This design comes from an exercise in tuning for small area, a short achievable clock period and few clock cycles per item on the open sky130 flow, not from production work.
No functional check of the RTL was part of any run shown here.

`run.sh`:
```
#!/bin/bash
# synth_recipe.tcl (not shown) runs the flow's synth.tcl, then flattens the netlist and writes it again
# the make line also repeats each setting of config.mk as NAME=value (left out here)
make -C /OpenROAD-flow-scripts/flow DESIGN_CONFIG=/design/flow/config.mk WORK_HOME=/design/flow/orfs CLKGATE_MAP_FILE= SYNTH_SCRIPT=/design/flow/synth_recipe.tcl finish
```
`design.v`:
```
`default_nettype none
package tvas_pkg;
  localparam int SAMPLE_W = 16;
  localparam int SECTOR_W = 5;
endpackage
`default_nettype wire
`default_nettype none
module tilt_vector_to_angle_sector (
  input  wire         clk,
  input  wire         rst,
  input  wire         accel_valid,
  output wire         accel_stall,
  input  wire  [15:0] accel_x,
  input  wire  [15:0] accel_y,
  output wire         sector_valid,
  input  wire         sector_stall,
  output wire  [4:0]  sector
);
  localparam integer NIT = 14;           
  localparam integer XW  = 19;
  function automatic integer wy(input integer k);
    case (k)
      1: wy = 18; 2: wy = 18; 3: wy = 17; 4: wy = 16; 5: wy = 16;
      6: wy = 15; 7: wy = 14; 8: wy = 13; 9: wy = 12; 10: wy = 11;
      11: wy = 10; 12: wy = 9; 13: wy = 8; default: wy = 7;
    endcase
  endfunction
  function automatic [13:0] atan_step(input integer i);
    case (i)
      0: atan_step = 14'd8192; 1: atan_step = 14'd4836; 2: atan_step = 14'd2555;
      3: atan_step = 14'd1297; 4: atan_step = 14'd651;  5: atan_step = 14'd326;
      6: atan_step = 14'd163;  7: atan_step = 14'd81;   8: atan_step = 14'd41;
      9: atan_step = 14'd20;   10: atan_step = 14'd10;  11: atan_step = 14'd5;
      12: atan_step = 14'd3;   13: atan_step = 14'd1;   14: atan_step = 14'd1;
      default: atan_step = 14'd0;
    endcase
  endfunction
  localparam integer DEPTH = 15;         
  localparam integer CAP   = DEPTH + 2;  
  localparam integer FQ    = CAP - 1;    
  localparam integer CW    = 5;
  localparam integer PW    = 4;
  reg           stall_q;
  reg  [CW-1:0] cnt_q;
  reg           out_v;
  reg  [4:0]    out_d;
  wire accept = accel_valid & ~stall_q;
  wire take   = out_v & ~sector_stall;
  wire [CW-1:0] cnt_n = cnt_q + {{(CW-1){1'b0}}, accept} - {{(CW-1){1'b0}}, take};
  always @(posedge clk) begin
    if (rst) begin
      cnt_q   <= {CW{1'b0}};
      stall_q <= 1'b0;
    end else begin
      cnt_q   <= cnt_n;
      stall_q <= (cnt_n >= CAP[CW-1:0]);
    end
  end
  assign accel_stall  = stall_q;
  assign sector_valid = out_v;
  assign sector       = out_d;
  reg        v0;
  reg [15:0] x0, y0;
  always @(posedge clk) begin
    if (rst) v0 <= 1'b0;
    else     v0 <= accept;
    x0 <= accel_x;
    y0 <= accel_y;
  end
  wire sx = x0[15];
  wire sy = y0[15];
  wire [16:0] xe = {x0[15], x0};
  wire [16:0] ye = {y0[15], y0};
  wire [16:0] ax = sx ? -xe : xe;
  wire [16:0] ay = sy ? -ye : ye;
  wire [16:0] s1x = ax + ay;
  wire [15:0] s1y = (sy ? -x0 : x0) + (sx ? y0 : -y0);
  wire yz = (y0 == 16'd0);
  wire xz = (x0 == 16'd0);
  reg [16:0] n1x;
  reg [15:0] n1y;
  reg        n1d, n1b;
  always @* begin
    n1x = s1x; n1y = s1y; n1d = sx ^ sy; n1b = sx;
    if (yz) begin
      n1x = 17'd32768; n1y = 16'd0 - 16'd32766; n1d = 1'b1; n1b = sx;
    end else if (xz) begin
      n1x = 17'd22000; n1y = 16'd0 - 16'd18000; n1d = 1'b0; n1b = sy;
    end
  end
  reg        v1, d0_1, b1;
  reg [16:0] x1;
  reg [15:0] y1;
  always @(posedge clk) begin
    if (rst) v1 <= 1'b0;
    else     v1 <= v0;
    x1   <= n1x;
    y1   <= n1y;
    d0_1 <= n1d;
    b1   <= n1b;
  end
  wire [XW*(NIT+1)-1:0]  vx_bus;
  wire [18*(NIT+1)-1:0]  vy_bus;
  wire [15*(NIT+1)-1:0]  d_bus;
  wire [NIT:0]           b_bus;
  wire [NIT:0]           v_bus;
  assign vx_bus[XW*1 +: XW] = {x1, 2'b00};
  assign vy_bus[18*1 +: 18] = {y1, 2'b00};
  assign d_bus[15*1 +: 15]  = {14'd0, d0_1};
  assign b_bus[1]           = b1;
  assign v_bus[1]           = v1;
  genvar k;
  generate
    for (k = 1; k < NIT; k = k + 1) begin : g_rot
      localparam integer W  = wy(k);
      localparam integer WN = wy(k + 1);
      localparam integer MW = W - 1 - k;   
      wire [XW-1:0]       vx = vx_bus[XW*k +: XW];
      wire signed [W-1:0] vy = vy_bus[18*k +: W];
      wire                dk = ~vy[W-1];     
      wire signed [W-1:0] ysh = vy >>> k;
      wire [XW-1:0]       xsh = vx >> k;
      wire [XW-1:0] nx;
      if (MW > 0) begin : g_m
        wire [MW-1:0] m = ysh[MW-1:0] ^ {MW{~dk}};
        assign nx = vx + {{(XW-MW){1'b0}}, m} + {{(XW-1){1'b0}}, ~dk};
      end else begin : g_inc
        assign nx = vx + {{(XW-1){1'b0}}, ~dk};
      end
      wire [WN-1:0] xs = xsh[WN-1:0] ^ {WN{dk}};
      wire [WN-1:0] ny = vy[WN-1:0] + xs + {{(WN-1){1'b0}}, dk};
      reg [XW-1:0] xq;
      reg [WN-1:0] yq;
      reg          bq, vq;
      always @(posedge clk) begin
        if (rst) vq <= 1'b0;
        else     vq <= v_bus[k];
        xq <= nx;
        yq <= ny;
        bq <= b_bus[k];
      end
      assign vx_bus[XW*(k+1) +: XW] = xq;
      assign vy_bus[18*(k+1) +: 18] = {{(18-WN){yq[WN-1]}}, yq};
      if (k < NIT - 1) begin : g_d
        reg [k:0] dq;
        always @(posedge clk) dq <= {dk, d_bus[15*k +: k]};
        assign d_bus[15*(k+1) +: 15] = {{(14-k){1'b0}}, dq};
      end else begin : g_nod
        assign d_bus[15*(k+1) +: 15] = 15'd0;
      end
      assign b_bus[k+1]             = bq;
      assign v_bus[k+1]             = vq;
    end
  endgenerate
  wire [13:0] dsum = {~vy_bus[18*(NIT-1) + wy(NIT-1) - 1], d_bus[15*(NIT-1) +: 13]};
  reg  [14:0] ssum;
  integer i;
  always @* begin
    ssum = 15'd23677;                    
    for (i = 0; i < 14; i = i + 1)
      ssum = ssum + ({15{dsum[i]}} & {1'b0, atan_step(i)});
  end
  reg [14:0] s14;
  always @(posedge clk) s14 <= ssum;
  wire [6:0]  y14  = vy_bus[18*NIT +: 7];
  wire [14:0] ufin = s14 + {14'd0, ~y14[6]};
  wire [4:0]  pd   = ufin[14:10] ^ {b_bus[NIT], 4'b0000};
  wire        pv   = v_bus[NIT];
  reg  [4:0]    fq [0:FQ-1];
  reg  [PW-1:0] wp, rp;
  reg  [PW:0]   fn;                      
  wire          f_empty = (fn == 0);
  wire          out_free = ~out_v | take;
  wire          pop  = out_free & ~f_empty;
  wire          push = pv & ~(out_free & f_empty);
  always @(posedge clk) begin
    if (rst) begin
      out_v <= 1'b0;
      wp    <= {PW{1'b0}};
      rp    <= {PW{1'b0}};
      fn    <= {(PW+1){1'b0}};
    end else begin
      if (out_free) out_v <= pv | ~f_empty;
      if (push) wp <= (wp == FQ - 1) ? {PW{1'b0}} : wp + 1'b1;
      if (pop)  rp <= (rp == FQ - 1) ? {PW{1'b0}} : rp + 1'b1;
      fn <= fn + push - pop;
    end
  end
  always @(posedge clk) begin
    if (out_free) out_d <= f_empty ? pd : fq[rp];
    if (push) fq[wp] <= pd;
  end
endmodule
`default_nettype wire
```
`config.mk`:
```
export PLATFORM = sky130hd
export DESIGN_NAME = tilt_vector_to_angle_sector
export DESIGN_NICKNAME = tilt_vector_to_angle_sector
export VERILOG_FILES = /design/flow/design.v
export SDC_FILE = /design/flow/constraint.sdc
export NUM_CORES = 4
export LEC_CHECK = 0
export CAP_MARGIN = 20
export CORE_MARGIN = 2
export CORE_UTILIZATION = 40
export SLEW_MARGIN = 20
```
`constraint.sdc`:
```
create_clock -name core_clock -period 5.0 [get_ports {clk}]
set_input_delay 1.0000 -clock core_clock [delete_from_list [all_inputs] [get_ports {clk}]]
set_output_delay 1.0000 -clock core_clock [all_outputs]
set_load 0.01 [all_outputs]
```
==> summary.txt, run 1 <==
- Status: complete, no violations
- Via-to-Cell Ratio: 4.90
- Vias post-DR: ~23000
- RSZ-0062 raised after global routing: no
- Reg2reg path depth: 13
- Primary FF master, synth: dfxtp_1
- Fin. max-slew vios: 0
- Clock root buffer: clkbuf_16
- Min cycle time layout: roughly 4.1 ns
- CTS tree: yes
- Total gr overflow: 0
- Syn_area_per_cell: a little over 10 um2
- Post CTS Setup Buffer Count: 0
- Hold path start: g_rot[2].g_d.dq[2]
- Synth area leader: dfxtp_1
- DRC Markers: 0
- RD Place Congestion: 0.831
- Final number of hold-violating endpoints: 0
- I/O pin total: between 40 and 50
- Critical Path Max Stage Delay: around 0.56 ns
- HP Class: reg2reg
- Worst-margin pin slew: 1.05 ns
- Drt initial violations: 1125
- WP data arrival: 4.69 ns
- Crit path launch type: flop
- Num CTS Buffers: 77
- Core area: around 85000 um2
- First-pass GRT wire length: 113 mm
- Rows: ~110
- CP Launch Point: g_rot[12].yq[7]
- H-tree level count: 3
- Synth-to-layout area growth: 13.1%
- DIE HEIGHT: a little under 300 um
- Crit. End Element: flop
- Largest net degree at the start of global routing: 36
- CTS Buffer Depth: 3
- Cell with the most instances after synthesis: dfxtp_1
- Resize count post-CTS: 0
- Hold Buf Count CTS: 0
- Fin util: 0.457
- Sequential share of the synthesized area: 0.420
- Full die area: 88500 um2
- Crit-path most repeated cell: fa_1
- Total number of yosys warnings: 1
- Commonest cells in the netlist: 596 x dfxtp_1, 415 x xnor2_1, 309 x ha_1
- Final nets: ~3800
- IO Port Bufs: 42
- Final Skew: ~0.040 ns
- Peak Freq: 244 MHz
- Global Route Usage Sum: 0.153
- Drt wl/cell: 14.6 um
- Critical path's slowest cell: dfxtp_1
- Syn Inst Count: between 3000 and 4000
- Max_cap viols: 0
- Hold Path Stages: 0
- Post-synthesis cell area: approximately 34000 um2
- Post-route ant nets: 0
- Critical path buffer and inverter count: 1
- Count of final setup violators: 0
- Post-synthesis cell type count: between 80 and 90
- Die Span X: 298 um
- Post-synth ARST share: 0
- Starting Density: 0.404
- Critical path data required time: ~5.6 ns
- Slew HR: 0.292
- Clock Sinks: around 680
- Critical Path, Cell by Cell: fa_1, fa_1, fa_1, inv_1, ha_1, fa_1, a21oi_1, o211a_1, nor2_1, a2111oi_0, o21ai_0, a21oi_1, xnor2_1
- Number of antenna violations at the first check in global routing: 1
- Critical path class: reg2reg
- Setup TNS Final: 0 ns
- Tcrit/Tclk final: 0.819
- Layout cells sized above 1: 0.0680
- Syn_nets: around 3700
- Seq cells post-synth: 681
- Reg2reg setup slack: roughly 0.90 ns
- Clock latency on the worst-skew pair: roughly 0.64 ns
- Post-DP HPWL: ~52 mm
- Synth top area cells: dfxtp_1 35%, ha_1 11%, xnor2_1 11%, edfxtp_1 7.4%, xor2_1 5.8%
- Crit Path Max Fanout: 8
- Clock slew at reported path FFs: 0.06 ns
- Synth top area share: 0.346
- Diode count: 0
- Cell class contributing the biggest share of worst-path delay: adder cells
- Worst r2r dst: s14[14]
- Vias in the first global route: between 20000 and 25000
- First-pass DRT Iterations: 5
- Number of flops mapped to enable cells by yosys: 85
- Reg2Reg Launch Point: g_rot[12].yq[7]
- Hold worst-path end: g_rot[3].g_d.dq[2]
- Routed wire length: just under 70 mm
==> final cells by class <==
class,count,area (um2)
fillers,8040,46300
multi-input cells,2429,19100
flip-flops and latches,681,14500
clock buffers,102,2160
well taps,1144,1430
clock inverters,41,621
inverters,157,589
repair buffers,60,556
==> registers in the layout (all words and copies together), names as in the netlist, named ones only <==
register / flops
stall_q: 1
fq: 80
x1: 16
cnt_q: 5
wp: 4
g_rot.xq: 214
g_rot.vq: 13
v0: 1
g_rot.g_d.dq: 90
d0_1: 1
s14: 15
g_rot.yq: 159
y1: 16
fn: 5
out_d: 5
y0: 16
b1: 1
rp: 4
g_rot.bq: 13
out_v: 1
v1: 1
x0: 16
==> per-stage QoR <==
step | area [um2] | setup slack, ns | hold slack [ns] | std cells
final | 39000 | 0.903 | 0.301 | 4614
after global routing | 39000 | 0.471 | 0.306 | 4614
after CTS | 39000 | 0.897 | 0.296 | 4614
after detailed placement | 36200 | 0.880 | 0.312 | 4471
after global placement | 36200 | 0.907 | 0.310 | 4471
after floorplan | 34500 | 1.23 | 0.310 | 3331
==> placed cells by master (no fill, tap or decap), types with 45 or more instances in the layout <==
cell type / count
inv_1: 157
nand2_1: 164
dfxtp_1: 593
xnor2_1: 415
ha_1: 309
nor2b_1: 52
nand2b_1: 59
edfxtp_1: 85
clkbuf_16: 77
fa_1: 45
nor3_1: 50
a21oi_1: 186
o21ai_0: 104
xor2_1: 227
nor2_1: 175
a21o_1: 79
nand3_1: 82
and3_1: 45
==> routing by layer <==
layer | up-vias | wire [um] | track usage
met1 | 10500 | 32700 | 0.206
met4 | 0 | 1350 | 0.0452
li1 | 11700 | - | -
met5 | - | 0 | 0
met2 | 265 | 31000 | 0.257
met3 | 86 | 2380 | 0.0213
==> cell families after synthesis <==
group | Yosys count | share of synthesized area
adder cells (fa/ha/maj) | 354 | 0.138
AO/OA/AOI/OAI | 611 | 0.114
AND/OR/NAND/NOR | 778 | 0.116
buffers and inverters | 221 | 0.0251
flip-flops | 681 | 0.420
XOR/XNOR | 642 | 0.163
multiplexers | 44 | 0.0228
==> how the worst max path moves through the flow <==
stage,to,cells after the start,slack (ns)
floorplan,s14[14],14,1.23
global placement,s14[14],14,0.91
detailed placement,s14[14],13,0.88
CTS,s14[14],13,0.90
global route,s14[14],14,0.47
finish,s14[14],13,0.90
==> worst reg2reg max path, stage by stage (launching register included) <==
cell	delay [ns]
dfxtp_1	0.56
fa_1	0.52
fa_1	0.47
fa_1	0.49
inv_1	0.04
ha_1	0.19
fa_1	0.41
a21oi_1	0.26
o211a_1	0.23
nor2_1	0.08
a2111oi_0	0.34
o21ai_0	0.15
a21oi_1	0.19
xnor2_1	0.12
==> run 2, diff against run 1 <==
--- a/config.mk
+++ b/config.mk
@@ -9,3 +9,4 @@
 export CORE_MARGIN = 2
 export CORE_UTILIZATION = 40
+export SETUP_SLACK_MARGIN = 1.5
 export SLEW_MARGIN = 20
==> run 2 against run 1 <==
Still clean on timing, DRC and antenna. Wire length up 0.57%. Synthesized cell count stayed put. Worst setup slack improved by 0.38 ns. Register-to-register slack gained 0.38 ns. Sequential cell count unchanged. Final cell count increased by 0.26%. Critical endpoint unchanged. Highest routed layer unchanged.
==> summary.txt, run 2 <==
- Synth area leader: dfxtp_1 (unchanged)
- Final Skew: 0.0446 ns (was 0.0400 ns)
- Total gr overflow: 0 (unchanged)
- Count of final setup violators: 0 (unchanged)
- WP data arrival: 4.30 ns (was 4.69 ns)
- RSZ-0062 raised after global routing: yes (was no)
- First-pass GRT wire length: 114 mm (was 113 mm)
- Crit. End Element: flop (unchanged)
- Vias in the first global route: 22600 (was 22500)
- Post-DP HPWL: 51.7 mm (was 51.9 mm)
- DRC Markers: 0 (unchanged)
- Number of antenna violations at the first check in global routing: 0 (was 1)
- Final number of hold-violating endpoints: 0 (unchanged)
- Slew HR: 0.260 (was 0.292)
- Commonest non-fill, non-tap cell in the layout: dfxtp_1 (unchanged)
- CTS Buffer Depth: 3 (unchanged)
- Via-to-Cell Ratio: 4.91 (was 4.90)
- Crit path launch type: flop (unchanged)
- Die Span X: 298 um (unchanged)
- Core area: 85300 um2 (unchanged)
- Post-synthesis cell type count: 89 (unchanged)
- Syn_area_per_cell: 10.3 um2 (unchanged)
- Cell with the most instances after synthesis: dfxtp_1 (unchanged)
- Full die area: 88500 um2 (unchanged)
- Critical Path, Cell by Cell: inv_2, fa_1, fa_1, fa_1, inv_2, ha_4, fa_2, a21oi_2, o211a_1, nor2_4, a2111oi_4, o21ai_1, a21oi_1, xnor2_1 (was fa_1, fa_1, fa_1, inv_1, ha_1, fa_1, a21oi_1, o211a_1, nor2_1, a2111oi_0, o21ai_0, a21oi_1, xnor2_1)
- DP Area: 36200 um2 (about the same)
- Num CTS Buffers: 75 (was 77)
- Vias post-DR: 22700 (was 22600)
- Clock latency on the worst-skew pair: 0.64 ns (about the same)
- IO Port Bufs: 42 (unchanged)
- Hold Buf Count CTS: 0 (unchanged)
- Fin util: 0.459 (was 0.457)
- Crit-path most repeated cell: fa_1 (unchanged)
- Largest registers: g_rot.xq x214, g_rot.yq x159, g_rot.g_d.dq x90 (unchanged)
- Post-synth ARST share: 0 (unchanged)
- Tcrit/Tclk final: 0.744 (was 0.819)
- Number of fill cells in the layout: 8000 (was 8040)
- Drt initial violations: 1089 (was 1125)
- Critical path's slowest cell: fa_1 (was dfxtp_1)
- Pre-CTS setup slack: 1.02 ns (was 0.880 ns)
- Final nets: 3812 (was 3796)
- Max_cap viols: 0 (unchanged)
- Number of flops mapped to enable cells by yosys: 85 (unchanged)
- Global Route Usage Sum: 0.154 (was 0.153)
- Critical path data required time: 5.58 ns (was 5.59 ns)
- Crit Path Max Fanout: 3 (was 8)
- CTS tree: yes (unchanged)
- Post-route ant nets: 0 (unchanged)
- Syn_nets: 3721 (unchanged)
- Seq cells post-synth: 681 (unchanged)
- DIE HEIGHT: 298 um (unchanged)
- Synth top area cells: dfxtp_1 35%, ha_1 11%, xnor2_1 11%, edfxtp_1 7.4%, xor2_1 5.8% (unchanged)
- Synth top area share: 0.346 (unchanged)
- H-tree level count: 3 (unchanged)
- Min cycle time layout: 3.72 ns (was 4.10 ns)
- Critical path class: reg2reg (unchanged)
- Rows: 107 (unchanged)
- HP Class: reg2reg (unchanged)
- I/O pin total: 43 (unchanged)
- Fin. max-slew vios: 0 (unchanged)
- Finished layout cell area: 39200 um2 (was 39000 um2)
- Synth-to-layout area growth: 13.6% (was 13.1%)
- RD Place Congestion: 0.826 (was 0.831)
- Total number of yosys warnings: 1 (unchanged)
- Diode count: 0 (unchanged)
- Largest net degree at the start of global routing: 36 (unchanged)
- Setup ws final: 1.28 ns (was 0.903 ns)
- Status: complete, no violations (unchanged)
- Worst-margin pin slew: 1.10 ns (was 1.05 ns)
- Clock root buffer: clkbuf_16 (unchanged)
- Drt wl/cell: 14.7 um (was 14.6 um)
- Routed wire length: 67.9 mm (was 67.5 mm)
- Clock slew at reported path FFs: 0.07 ns (was 0.06 ns)
- Peak Freq: 269 MHz (was 244 MHz)
- Setup TNS Final: 0 ns (unchanged)
- Syn Inst Count: 3331 (unchanged)
- Starting Density: 0.404 (unchanged)
- Critical Path Max Stage Delay: 0.55 ns (was 0.56 ns)
- Max FFs per register: 214 (unchanged)
- Commonest cells in the netlist: 596 x dfxtp_1, 415 x xnor2_1, 309 x ha_1 (unchanged)
- Biggest register: g_rot.xq (unchanged)
- First-pass DRT Iterations: 5 (unchanged)
- Primary FF master, synth: dfxtp_1 (unchanged)
- Most frequent cells in the layout: 585 x dfxtp_1, 414 x xnor2_1, 305 x ha_1 (was 593 x dfxtp_1, 415 x xnor2_1, 309 x ha_1)
- Layout cells sized above 1: 0.0781 (was 0.0680)
- Sequential share of the synthesized area: 0.420 (unchanged)
- Clock Sinks: 681 (unchanged)
- Post-synthesis cell area: 34500 um2 (unchanged)
-- run 2: through the flow --
stage               cells  hold WS [ns]
detailed placement   4472         0.312
global placement     4472         0.310
CTS                  4620         0.319
floorplan            3331         0.310
global route         4626         0.323
finish               4626         0.310
-- run 2: repair_timing --
| item | in CTS | in global routing |
|---|---|---|
| pin swaps | 12 | 21 |
| buffers inserted | 11 | 6 |
| resized for setup | 26 | 23 |
| endpoints found under the setup margin | 12 | 20 |
-- run 2: per-layer routing --
layer,vias up,part of all wire,GRT usage
li1,11800,-,-
met5,-,0,0
met1,10600,0.48,0.207
met2,295,0.46,0.258
met3,77,0.035,0.0224
met4,0,0.020,0.0445
-- run 2: critical path: cells and delay by family (launching register included) --
| family | cells | cell delay [ns] |
|---|---|---|
| adder cells (fa/ha/maj) | 5 | 2.07 |
| AO/OA/AOI/OAI | 5 | 0.98 |
| XOR/XNOR | 1 | 0.13 |
| AND/OR/NAND/NOR | 1 | 0.07 |
| buffers and inverters | 2 | 0.09 |
| flip-flops | 1 | 0.33 |
-- run 2: logic make-up (layout without fill, tap and decap cells) --
| group | after synthesis | in the layout | synth area share |
|---|---|---|---|
| AO/OA/AOI/OAI | 611 | 611 | 0.114 |
| XOR/XNOR | 642 | 642 | 0.163 |
| adder cells (fa/ha/maj) | 354 | 354 | 0.138 |
| buffers and inverters | 221 | 372 | 0.0251 |
| flip-flops | 681 | 681 | 0.420 |
| multiplexers | 44 | 44 | 0.0228 |
| AND/OR/NAND/NOR | 778 | 778 | 0.116 |
-- run 2: worst paths after layout --
path                             from            endpoint  slack, ns  cells after the start
setup / recovery  g_rot[12].g_d.dq[7]             s14[14]       1.28                     14
hold / removal     g_rot[4].g_d.dq[1]  g_rot[5].g_d.dq[1]       0.31                      0
hold reg to reg    g_rot[4].g_d.dq[1]  g_rot[5].g_d.dq[1]       0.31                      0
setup reg to reg  g_rot[12].g_d.dq[7]             s14[14]       1.28                     14
-- run 2: final cells by class --
type | instances | area (um2) | share of cell area
well taps | 1144 | 1430 | 0.0366
multi-input cells | 2429 | 19300 | 0.492
clock buffers | 103 | 2140 | 0.0546
repair buffers | 78 | 713 | 0.0182
inverters | 157 | 593 | 0.0151
flip-flops and latches | 681 | 14500 | 0.370
clock inverters | 34 | 500 | 0.0128

[re-timing with driven ports]
The flow's constraints put no driver on any port. The routed layouts listed below were extracted and timed again, unchanged, in two steps.
Step 1, drivers: a clkbuf_16 drives clk and a buf_2 each remaining input, both assumed.
Step 2, shift: input delay + t, output delay - t, t = (earliest + latest rising clock arrival at the registers) / 2. This alone moves slack from input paths to output paths.
a / b / c = ideal / step 1 / step 2; a / b = the first two.
run	t, ns	setup slack, ns	worst setup path at the end
run 1	0.686	0.903 / 0.903 / 0.903	register to register
run 2	0.684	1.280 / 1.280 / 1.280	register to register
After both steps every run listed still meets setup and hold.
